From an optimization exercise on the open Yosys and OpenROAD flow, aimed at small area; shortcuts taken in it are not production practice. In this exercise RTL edits were held to simulation tests only and were not proved equivalent to the original. No activity file was given, so power comes from the tool's default toggle rates.

`flow/flow/restructure.tcl`:
```
# POST_FLOORPLAN hook: re-map the combinational logic for area with ABC.
# Registers are left as synthesis made them.
set work [file join [file dirname $::env(FLOW_CONFIG)] rs_work]
file mkdir $work
set lib [file join $work filtered.lib]
exec python3 [file join [file dirname $::env(FLOW_CONFIG)] flow libfilter.py] \
  [lindex $::env(LIB_FILES) 0] $lib {*}$::env(DONT_USE_CELLS)
set tielo "[lindex $::env(TIELO_CELL_AND_PORT) 0]/[lindex $::env(TIELO_CELL_AND_PORT) 1]"
set tiehi "[lindex $::env(TIEHI_CELL_AND_PORT) 0]/[lindex $::env(TIEHI_CELL_AND_PORT) 1]"
report_design_area
remove_buffers
foreach pass {1 2} {
  restructure -target area -liberty_file $lib -tielo_port $tielo -tiehi_port $tiehi \
    -work_dir $work -abc_logfile [file join $work abc_$pass.log]
  report_design_area
}
```
`flow/constraint.sdc`:
```
create_clock -name core_clock -period 4.0 [get_ports {clk}]
set_input_delay 0.8000 -clock core_clock [delete_from_list [all_inputs] [get_ports {clk}]]
set_output_delay 0.8000 -clock core_clock [all_outputs]
set_load 0.01 [all_outputs]
```
`flow/config.mk`:
```
export PLATFORM = sky130hd
export DESIGN_NAME = tx_mux_top
export DESIGN_NICKNAME = tx_mux_top
export VERILOG_FILES = /design/flow/design.v
export SDC_FILE = /design/flow/constraint.sdc
export NUM_CORES = 4
export LEC_CHECK = 0
export CAP_MARGIN = 20
export CORE_MARGIN = 2
export CORE_UTILIZATION = 70
export PLACE_DENSITY = 0.8
export SLEW_MARGIN = 20
```
`flow/flow/libfilter.py`:
```
# Write a copy of the liberty without the cells matched by the don't-use patterns.
import fnmatch, re, sys
src, dst = sys.argv[1], sys.argv[2]
pats = sys.argv[3:]
text = open(src).read()
out = []
i = 0
cell_re = re.compile(r'\n\s*cell\s*\(\s*"?([A-Za-z0-9_]+)"?\s*\)\s*\{')
while True:
    m = cell_re.search(text, i)
    if not m:
        out.append(text[i:])
        break
    name = m.group(1)
    # find the end of this cell group
    depth = 0
    j = m.end() - 1
    while True:
        c = text[j]
        if c == '{':
            depth += 1
        elif c == '}':
            depth -= 1
            if depth == 0:
                break
        j += 1
    if any(fnmatch.fnmatch(name, p) for p in pats):
        out.append(text[i:m.start()])
    else:
        out.append(text[i:j + 1])
    i = j + 1
open(dst, 'w').write(''.join(out))
```
`flow/flow/run.sh`:
```
#!/bin/bash
# Standard ORFS layout with: combinational logic re-mapped for area after
# floorplan, small port buffers, and a clock tree of clkbuf_8 leaves under a
# clkbuf_16 root with no dummy loads.
bash standard.sh \
  "POST_FLOORPLAN_TCL=$PWD/flow/restructure.tcl" \
  "BUFFER_PORTS_ARGS=-buffer_cell sky130_fd_sc_hd__buf_1" \
  "CTS_ARGS=-sink_clustering_enable -repair_clock_nets -dont_use_dummy_load -sink_clustering_size 17 -sink_clustering_max_diameter 50 -root_buf sky130_fd_sc_hd__clkbuf_16 -buf_list {sky130_fd_sc_hd__clkbuf_8}" \
  finish > flow.log 2>&1
```
`flow/standard.sh`:
```
#!/bin/bash
# synth_recipe.tcl (not shown) runs the flow's synth.tcl, then flattens the netlist and writes it again
# the make line also repeats each setting of config.mk as NAME=value (left out here)
make -C /OpenROAD-flow-scripts/flow DESIGN_CONFIG=/design/flow/config.mk WORK_HOME=/design/flow/orfs CLKGATE_MAP_FILE= SYNTH_SCRIPT=/design/flow/synth_recipe.tcl "${@:-finish}"
```
`flow/design.v`:
```
`default_nettype none
package tx_mux_pkg;
    localparam int N_PORTS        = 4;
    localparam int PORT_W         = 2;
    localparam int FIFO_DEPTH     = 8;
    localparam int CNT_W          = 4;
    localparam int ALMFULL_THRESH = 6;
    localparam int ADDR_W = 24;
    localparam int TAG_W  = 8;
    localparam int DATA_W = 8;
    localparam int REQ_W  = 32;
    localparam logic KIND_RD = 1'b0;
    localparam logic KIND_WR = 1'b1;
    localparam int UPPER_LSB = ADDR_W;
endpackage
`default_nettype wire
`timescale 1ns/1ps
`default_nettype none
import tx_mux_pkg::*;
module tx_mux_top
(
    input  logic                           clk,
    input  logic                           reset_q,
    input  logic [N_PORTS-1:0]             src_valid,
    input  logic [N_PORTS-1:0]             src_is_write,
    input  logic [N_PORTS-1:0][ADDR_W-1:0] src_addr,
    input  logic [N_PORTS-1:0][TAG_W-1:0]  src_tag,
    input  logic [N_PORTS-1:0][DATA_W-1:0] src_data,
    output logic [N_PORTS-1:0]             src_almfull,
    input  logic                           rd_almfull,
    input  logic                           wr_almfull,
    output logic                           rd_valid,
    output logic [ADDR_W-1:0]              rd_addr,
    output logic [TAG_W-1:0]               rd_tag,
    output logic [PORT_W-1:0]              rd_port,
    output logic                           wr_valid,
    output logic [ADDR_W-1:0]              wr_addr,
    output logic [DATA_W-1:0]              wr_data,
    output logic [PORT_W-1:0]              wr_port
);
    localparam int PTR_W = $clog2(FIFO_DEPTH);
    logic [REQ_W:0]     mem [N_PORTS][FIFO_DEPTH];
    logic [PTR_W:0]     wr_ptr [N_PORTS];
    logic [PTR_W:0]     rd_ptr [N_PORTS];
    logic [PTR_W:0]     used   [N_PORTS];
    logic [N_PORTS-1:0] not_empty;
    logic [N_PORTS-1:0] pend_q;      
    logic [N_PORTS-1:0] take;        
    logic [N_PORTS-1:0] pop;
    logic [N_PORTS-1:0] head_kind;
    logic [PORT_W-1:0]  slot_q;
    logic               rd_almfull_q;
    logic               wr_almfull_q;
    logic [N_PORTS-1:0] pop_q;       
    logic               sel_wr_q;    
    logic               sel;
    logic               sel_kind;
    logic [REQ_W-1:0]   head_word [N_PORTS];
    logic [REQ_W-1:0]   pop_word;
    logic [REQ_W-1:0]   out_q;
    always_comb
    begin
        for (int i = 0; i < N_PORTS; i++)
        begin
            pop[i]       = pop_q[i];
            used[i]      = wr_ptr[i] - rd_ptr[i];
            take[i]      = src_valid[i] && !(used[i][PTR_W] && !pop[i]);
            head_kind[i] = mem[i][rd_ptr[i][PTR_W-1:0]][REQ_W];
            not_empty[i] = (used[i] != '0) && !(used[i] == (PTR_W+1)'(1) && pend_q[i]);
            src_almfull[i] = (used[i] >= (PTR_W+1)'(ALMFULL_THRESH + 1)) ||
                             (used[i] == (PTR_W+1)'(ALMFULL_THRESH) && !pend_q[i]);
        end
    end
    always_ff @(posedge clk)
    begin
        for (int i = 0; i < N_PORTS; i++)
        begin
            if (take[i])
            begin
                mem[i][wr_ptr[i][PTR_W-1:0]] <= {src_is_write[i],
                                      src_is_write[i] ? src_data[i] : src_tag[i],
                                      src_addr[i]};
            end
        end
    end
    always_ff @(posedge clk)
    begin
        for (int i = 0; i < N_PORTS; i++)
        begin
            if (reset_q)
            begin
                wr_ptr[i] <= '0;
                rd_ptr[i] <= '0;
                pend_q[i] <= 1'b0;
            end
            else
            begin
                if (take[i])
                begin
                    wr_ptr[i] <= wr_ptr[i] + 1'b1;
                end
                if (pop[i])
                begin
                    rd_ptr[i] <= rd_ptr[i] + 1'b1;
                end
                pend_q[i] <= take[i];
            end
        end
    end
    always_comb
    begin
        sel_kind = head_kind[slot_q];
        sel = not_empty[slot_q] &&
              !(sel_kind ? wr_almfull_q : rd_almfull_q);
    end
    always_ff @(posedge clk)
    begin
        if (reset_q)
        begin
            slot_q       <= '0;
            rd_almfull_q <= 1'b0;
            wr_almfull_q <= 1'b0;
            pop_q        <= '0;
            sel_wr_q     <= 1'b0;
            rd_valid     <= 1'b0;
            wr_valid     <= 1'b0;
        end
        else
        begin
            slot_q       <= slot_q + 1'b1;
            rd_almfull_q <= rd_almfull;
            wr_almfull_q <= wr_almfull;
            for (int i = 0; i < N_PORTS; i++)
            begin
                pop_q[i] <= sel && (slot_q == PORT_W'(i));
            end
            sel_wr_q     <= sel && sel_kind;
            rd_valid     <= (|pop_q) && !sel_wr_q;
            wr_valid     <= sel_wr_q;
        end
    end
    always_comb
    begin
        pop_word = '0;
        for (int i = 0; i < N_PORTS; i++)
        begin
            head_word[i] = '0;
            for (int j = 0; j < FIFO_DEPTH; j++)
            begin
                head_word[i] = head_word[i] | ({REQ_W{rd_ptr[i][PTR_W-1:0] == PTR_W'(j)}} & mem[i][j][REQ_W-1:0]);
            end
            pop_word = pop_word | ({REQ_W{pop_q[i]}} & head_word[i]);
        end
    end
    always_ff @(posedge clk)
    begin
        out_q <= pop_word[REQ_W-1:0];
    end
    assign rd_addr = out_q[ADDR_W-1:0];
    assign wr_addr = out_q[ADDR_W-1:0];
    assign rd_tag  = out_q[UPPER_LSB +: TAG_W];
    assign wr_data = out_q[UPPER_LSB +: DATA_W];
    assign rd_port = slot_q - 2'd2;
    assign wr_port = slot_q - 2'd2;
endmodule
`default_nettype wire
```
==> flow_summary.json, run 1 <==
{
  "clk_path_buf_depth": 3,
  "start_util_pct": 70.80,
  "grt_max_degree": 67,
  "gp_congestion": 0.8806,
  "drv_cap": 0,
  "setup_violations": 0,
  "hp-start": "wr_almfull_q$_SDFF_PP0_",
  "slowest_delay_ns": 0.48,
  "synthFlopType": "edfxtp_1",
  "synthDominantCellAreaShare_pct": 74.20,
  "synth_area_leaders": "edfxtp_1 74%, a222oi_1 6.0%, dfxtp_1 3.8%",
  "swShare_pct": 21.90,
  "first_iter_violations": 4830,
  "end_kind": "output port",
  "synth_area_um2": 42740,
  "slew_headroom_pct": 24.75,
  "layout-drive-gt1-share_pct": 10.14,
  "reg2reg_to": "mem[13][6]$_DFFE_PP_",
  "grt_overflow": 0,
  "cts_buffers": 86,
  "dr.pass1.iters": 9,
  "grt_antenna_before_repair": 16,
  "r2r_cells": 13,
  "insertion_delay_ns": 0.61,
  "path_cells": "clkinvlp_4, nor2_1, clkinv_1, nor2_1, o22a_1, a2bb2oi_1, clkinv_1, o21ai_1, buf_1",
  "ys.warnings.count": 5,
  "via_per_inst": 7.444,
  "grt_pass1_vias": 24060,
  "ios": 246,
  "finish.utilization_pct": 74.84,
  "finalMaxSlewViolations": 0,
  "die_h_um": 251.1,
  "grt_setup_unrepaired": "no",
  "total_leakage_power_nw": 13.71,
  "p_comb_share_pct": 7.1,
  "crit_required_ns": 3.20,
  "max_freq_mhz": 261.1,
  "crit_type": "flip-flop to output port",
  "min_path_cells": 1,
  "fillCellCount": 3356,
  "final_common_cell": "edfxtp_1",
  "vias": 25300,
  "grt_usage_pct": 32.61,
  "clk_pin_slew_ns": 0.10,
  "crit_buf_inv": 4,
  "rr_startpoint": "rd_ptr[1][0]$_SDFFE_PP0P_",
  "row_count": 90,
  "synth_seq_cells": 1138,
  "clock_power_share_pct": 26.6,
  "port_buffers": 245,
  "startpoint_type": "flip-flop",
  "hold_class": "flip-flop to flip-flop",
  "p_int_w": 0.01599,
  "finalNetCount": 2777,
  "yosysSeqAreaShare_pct": 78.04,
  "r2r_slack_ns": 0.37,
  "cts.htree.levels": 3,
  "wire_per_inst_um": 30.67,
  "syn2layout_area_growth_pct": 5.703,
  "async_flop_share_pct": 0,
  "drt_wl_total_um": 104300,
  "yosysUniqueCellTypes": 57,
  "die_w_um": 251.1,
  "status": "complete, no violations",
  "pwr-share-seq_pct": 66.3,
  "startpoint": "rd_ptr[3][0]$_SDFFE_PP0P_",
  "worstMarginPinSlew_ns": 1.122,
  "core_um2": 60360,
  "drtAntennaViolNets": 0,
  "min_to": "sel_wr_q$_SDFF_PP0_",
  "hold_buffers": 0,
  "finalCritPeriodShare_pct": 95.73,
  "min_period_ns": 3.829,
  "p_sw_w": 0.004486,
  "remaining_drc_errors": 0,
  "pre_cts_slack_ns": 0.4390,
  "clock_skew_ns": 0.05723,
  "syn_nets": 2511,
  "grt_pass1_wl_um": 151200,
  "yosys.area.top_type": "edfxtp_1",
  "clkSinkCount": 1138,
  "power_density_nw_per_um2": 453.4,
  "fin_setup_tns_ns": 0,
  "ir_drop_v": 0.0004071,
  "layout_common_cells": "1,056 x edfxtp_1, 275 x a21oi_1, 256 x a222oi_1",
  "dp_hpwl_um": 65750,
  "cp_max_fo": 8,
  "cts_tree": "built",
  "root_buffer": "clkbuf_16",
  "critPathSlowestCell": "dfxtp_2",
  "hold_viol": 0,
  "synthCells": 2271,
  "crit_arrival_ns": 3.03,
  "setup_ws_ns": 0.1707,
  "synth_edf_count": 1056,
  "die-area_um2": 63040,
  "postCtsSetupRepairBufs": 0,
  "synth.avg_cell_area_um2": 18.82,
  "cp_top_family": "compound AO/OA/AOI/OAI gates"
}
-- worst max-delay path by stage --
| stage | endpoint | cells past startpoint |
|---|---|---|
| 6_report | src_almfull[3] | 9 |
| 2_1_floorplan | mem[28][0]$_DFFE_PP_ | 10 |
| 3_5_place_dp | mem[21][12]$_DFFE_PP_ | 13 |
| 4_1_cts | src_almfull[3] | 9 |
| 3_3_place_gp | src_almfull[3] | 9 |
| 5_1_grt | src_almfull[1] | 9 |
-- per-stage QoR --
stage | total power, W | area [um^2] | hold WS [ns] | cells
floorplan | 0.01836 | 42740 | 0.3928 | 2271
global placement | 0.01517 | 43810 | 0.4144 | 3298
detailed placement | 0.01525 | 43810 | 0.4227 | 3298
CTS | 0.02049 | 45100 | 0.4012 | 3384
global route | 0.02101 | 45150 | 0.4155 | 3390
finish | 0.02048 | 45170 | 0.4021 | 3399
-- routing by layer --
layer | track usage [%] | routed length (um) | share of wire [%]
met1 | 46.03 | 36890 | 35
met2 | 51.11 | 49640 | 48
met3 | 5.571 | 13100 | 13
met4 | 14.59 | 4598 | 4.4
met5 | 0 | 23 | 0.022
-- flip-flops by register name (all words and copies together), names as in the netlist, named ones only --
signal        flops
mem            1056
out_q            32
rd_ptr           16
wr_ptr           16
pend_q            4
pop_q             4
slot_q            2
rd_almfull_q      1
rd_valid          1
sel_wr_q          1
wr_almfull_q      1
wr_valid          1
-- area by class of cell --
class,count,area [um^2],area share [%]
flip-flops and latches,1138,33350,73.84
multi-input cells,949,7233,16.01
repair buffers,370,2053,4.545
well taps,782,978.4,2.166
inverters,60,234.0,0.5179
diodes,14,35.03,0.07755
clock buffers,86,1285,2.845
-- logic make-up after synthesis --
kind of cell | share of synthesized area [%]
buffers and inverters | 2.269
AND/OR/NAND/NOR | 1.578
XOR/XNOR | 0.4919
adder cells (fa/ha/maj) | 2.061
flip-flops | 78.04
multiplexers | 4.482
AO/OA/AOI/OAI | 11.08
-- power by group through the flow --
stage / sequential (W) / clock (W) / combinational, W
2_1_floorplan: 0.0151 / 0 / 0.00331
3_3_place_gp: 0.0138 / 0 / 0.00136
3_5_place_dp: 0.0138 / 0 / 0.00141
4_1_cts: 0.0136 / 0.00550 / 0.00142
5_1_grt: 0.0136 / 0.00589 / 0.00152
6_report: 0.0136 / 0.00546 / 0.00145
-- timing repair --
action	CTS	global route
setup endpoints to repair	2	6
gates resized for setup	2	5
endpoints found under the hold margin	0	0
-- cells in the mapped netlist, types with 4 or more instances --
| master | n |
|---|---|
| nor2_1 | 38 |
| o211ai_1 | 19 |
| a22oi_1 | 33 |
| buf_2 | 10 |
| buf_1 | 30 |
| nand3_1 | 4 |
| xor2_1 | 8 |
| ha_1 | 64 |
| a211oi_1 | 8 |
| nand4_1 | 7 |
| a221oi_1 | 46 |
| fa_1 | 4 |
| buf_4 | 35 |
| a22o_1 | 18 |
| nor2b_1 | 12 |
| and2_1 | 8 |
| and3_1 | 24 |
| mux2i_1 | 146 |
| clkbuf_1 | 112 |
| xnor2_1 | 16 |
| mux2_2 | 33 |
| nor3_1 | 8 |
| o221ai_1 | 14 |
| o21ai_0 | 24 |
| o31a_1 | 4 |
| dfxtp_1 | 82 |
| a21o_1 | 4 |
| nand2_1 | 8 |
| inv_1 | 25 |
| inv_2 | 4 |
| a222oi_1 | 256 |
| nor3b_2 | 4 |
| edfxtp_1 | 1056 |
| a221o_1 | 64 |
| o21a_1 | 6 |
==> inputs of run 2 (changes only) <==
--- a/flow/config.mk
+++ b/flow/config.mk
@@ -7,6 +7,6 @@
 export LEC_CHECK = 0
 export CAP_MARGIN = 20
 export CORE_MARGIN = 2
-export CORE_UTILIZATION = 70
-export PLACE_DENSITY = 0.8
+export CORE_UTILIZATION = 78
+export PLACE_DENSITY = 0.88
 export SLEW_MARGIN = 20
==> flow_summary.json, run 2 <==
{
  "status": "complete, no violations",
  "final_common_cell": "edfxtp_1",
  "grt_max_degree": 65,
  "synth_area_leaders": "edfxtp_1 74%, a222oi_1 6.0%, dfxtp_1 3.8%",
  "multi_input_area_um2": 7233,
  "rr_startpoint": "rd_ptr[1][0]$_SDFFE_PP0P_",
  "hold_buffers": 0,
  "grt_usage_pct": 38.72,
  "hold-worst-slack_ns": 0.4232,
  "vias": 26350,
  "cts.htree.levels": 3,
  "ys.warnings.count": 5,
  "path_cells": "clkinv_1, nor2_1, clkinv_1, o22ai_1, nor2_1, a21oi_1, o21ai_0, o21ai_0, buf_1",
  "reg2reg_to": "mem[13][9]$_DFFE_PP_",
  "r2r_cells": 13,
  "synthDominantCellAreaShare_pct": 74.20,
  "drtAntennaViolNets": 0,
  "cp_max_fo": 8,
  "fillCellCount": 2276,
  "postCtsSetupRepairBufs": 0,
  "critPathSlowestCell": "dfxtp_2",
  "yosysUniqueCellTypes": 57,
  "syn2layout_area_growth_pct": 5.173,
  "grt_pass1_vias": 25300,
  "syn_nets": 2511,
  "end_kind": "output port",
  "synth_edf_count": 1056,
  "wire_per_inst_um": 33.29,
  "max_freq_mhz": 255.9,
  "insertion_delay_ns": 0.65,
  "worstMarginPinSlew_ns": 1.039,
  "clkSinkCount": 1138,
  "layout_common_cells": "1,056 x edfxtp_1, 275 x a21oi_1, 256 x a222oi_1",
  "synthCells": 2271,
  "drv_cap": 0,
  "cts_tree": "built",
  "slew_headroom_pct": 30.55,
  "gp_congestion": 0.9322,
  "clk_path_buf_depth": 3,
  "hp-start": "wr_almfull_q$_SDFF_PP0_",
  "finalMaxSlewViolations": 0,
  "min_period_ns": 3.907,
  "synth_area_um2": 42740,
  "cts_buffers": 83,
  "async_flop_share_pct": 0,
  "startpoint": "rd_ptr[1][0]$_SDFFE_PP0P_",
  "synth_seq_cells": 1138,
  "start_util_pct": 79.10,
  "r2r_slack_ns": 0.37,
  "dp_hpwl_um": 64860,
  "first_iter_violations": 6173,
  "row_count": 85,
  "die-area_um2": 56680,
  "die_w_um": 238.1,
  "remaining_drc_errors": 0,
  "placedInstanceArea_um2": 43660,
  "largest_reg_flops": 1056,
  "finalCritPeriodShare_pct": 97.68,
  "slowest_delay_ns": 0.47,
  "crit_path_end": "src_almfull[1]",
  "startpoint_type": "flip-flop",
  "dr.pass1.iters": 12,
  "via_per_inst": 7.991,
  "crit_required_ns": 3.20,
  "crit_type": "flip-flop to output port",
  "hold_class": "flip-flop to flip-flop",
  "synth_commonest_cells": "1,056 x edfxtp_1, 256 x a222oi_1, 146 x mux2i_1",
  "ios": 246,
  "setup_violations": 0,
  "finalNetCount": 2764,
  "power_density_nw_per_um2": 456.7,
  "hold_viol": 0,
  "synth.avg_cell_area_um2": 18.82,
  "clock_skew_ns": 0.07609,
  "synthFlopType": "edfxtp_1",
  "root_buffer": "clkbuf_16",
  "yosys.area.top_type": "edfxtp_1",
  "synth.most_common_cell": "edfxtp_1",
  "layout-drive-gt1-share_pct": 9.691,
  "drt_wl_total_um": 109800,
  "clk_pin_slew_ns": 0.11,
  "port_buffers": 245,
  "yosysSeqAreaShare_pct": 78.04,
  "finish.utilization_pct": 83.19,
  "final_area_um2": 44950,
  "grt_antenna_before_repair": 17,
  "seq_area_um2": 33360,
  "core_um2": 54030,
  "grt_pass1_wl_um": 159100,
  "crit_arrival_ns": 3.11,
  "ir_drop_v": 0.0004121,
  "grt_overflow": 0,
  "die_h_um": 238.1,
  "total_leakage_power_nw": 13.63
}
run 2: cell counts after synthesis:
Identical to the previous run, type by type.
run 2: repair_timing:
item / in CTS / in global routing
endpoints found under the setup margin: 1 / 3
resized for setup: 1 / 6
gates cloned: 0 / 0
pin swaps: 0 / 0
run 2: layout make-up:
class / instances / share of cell area (%)
multi-input combinational: 949 / 16.09
inverter: 60 / 0.5178
antenna: 11 / 0.06124
sequential: 1138 / 74.21
timing repair buffer: 360 / 4.412
clock buffer: 83 / 2.767
tap: 696 / 1.937
run 2: worst min path at each step:
stage                           to  slack [ns]  cells past startpoint
2_1_floorplan  rd_valid$_SDFF_PP0_        0.39                      1
3_3_place_gp   sel_wr_q$_SDFF_PP0_        0.41                      1
3_5_place_dp   sel_wr_q$_SDFF_PP0_        0.41                      1
4_1_cts        sel_wr_q$_SDFF_PP0_        0.42                      1
5_1_grt        sel_wr_q$_SDFF_PP0_        0.43                      1
6_report       sel_wr_q$_SDFF_PP0_        0.42                      1
run 2: metrics by stage:
| step | setup TNS (ns) | worst slack [ns] | power, W | std cells |
|---|---|---|---|---|
| finish | 0 | 0.09294 | 0.02053 | 3297 |
| detailed placement | 0 | 0.4441 | 0.01526 | 3203 |
| floorplan | 0 | 0.4903 | 0.01836 | 2271 |
| CTS | 0 | 0.008839 | 0.02043 | 3286 |
| global route | -0.03626 | -0.03626 | 0.02092 | 3289 |
| global placement | 0 | 0.7058 | 0.01516 | 3203 |
run 2: routing by layer:
layer | GRT usage, % | share of wire [%] | vias up
li1 | - | - | 10460
met1 | 51.93 | 31 | 12660
met2 | 61.04 | 48 | 2785
met3 | 9.301 | 15 | 433
met4 | 19.05 | 5.7 | 12
met5 | 0 | 0.071 | -
run 2: report_power, final:
group / internal (W) / switching (W)
registers: 0.0134 / 0.000186
clock network: 0.00208 / 0.00337
logic: 0.000445 / 0.00104
total: 0.0159 / 0.00460
run 2: kinds of logic (layout without fill, tap and decap cells):
kind of cell / after synthesis / in the layout / synth area share (%)
flops: 1138 / 1138 / 78.04
compound gates: 518 / 808 / 11.08
buf+inv: 218 / 503 / 2.269
mux: 183 / 1 / 4.482
simple gates: 122 / 138 / 1.578
fa+ha+maj: 68 / 0 / 2.061
xor+xnor: 24 / 2 / 0.4919
other cells: 0 / 11 / 0
run 2: critical path: cells and delay by family, from the launching register on:
family	cells	cell delay [ns]
AOI/OAI and AO/OA	4	0.95
and+or+nand+nor	2	0.38
DFF	1	0.47
buffers and inverters	3	0.68

==> port drivers added, routing unchanged <==
The flow's constraints put no driver on any port. The routed layouts listed below were extracted and timed again, unchanged, in two steps.
Step 1 (the two cells are an assumption about what drives the block):
set clk [get_ports {clk}]
set_driving_cell -lib_cell sky130_fd_sc_hd__clkbuf_16 $clk
set_driving_cell -lib_cell sky130_fd_sc_hd__buf_2 [delete_from_list [all_inputs] $clk]
Step 2, shift: input delay + t, output delay - t, t = (earliest + latest rising clock arrival at the registers) / 2. This alone moves slack from input paths to output paths.
a / b / c = ideal / step 1 / step 2; a / b = the first two.
run	t (ns)	slack for setup (ns)	worst setup path after step 2
run 1	0.652	0.171 / 0.109 / 0.368	register to register
run 2	0.671	0.093 / 0.031 / 0.373	register to register
After both steps every run listed still meets setup and hold.
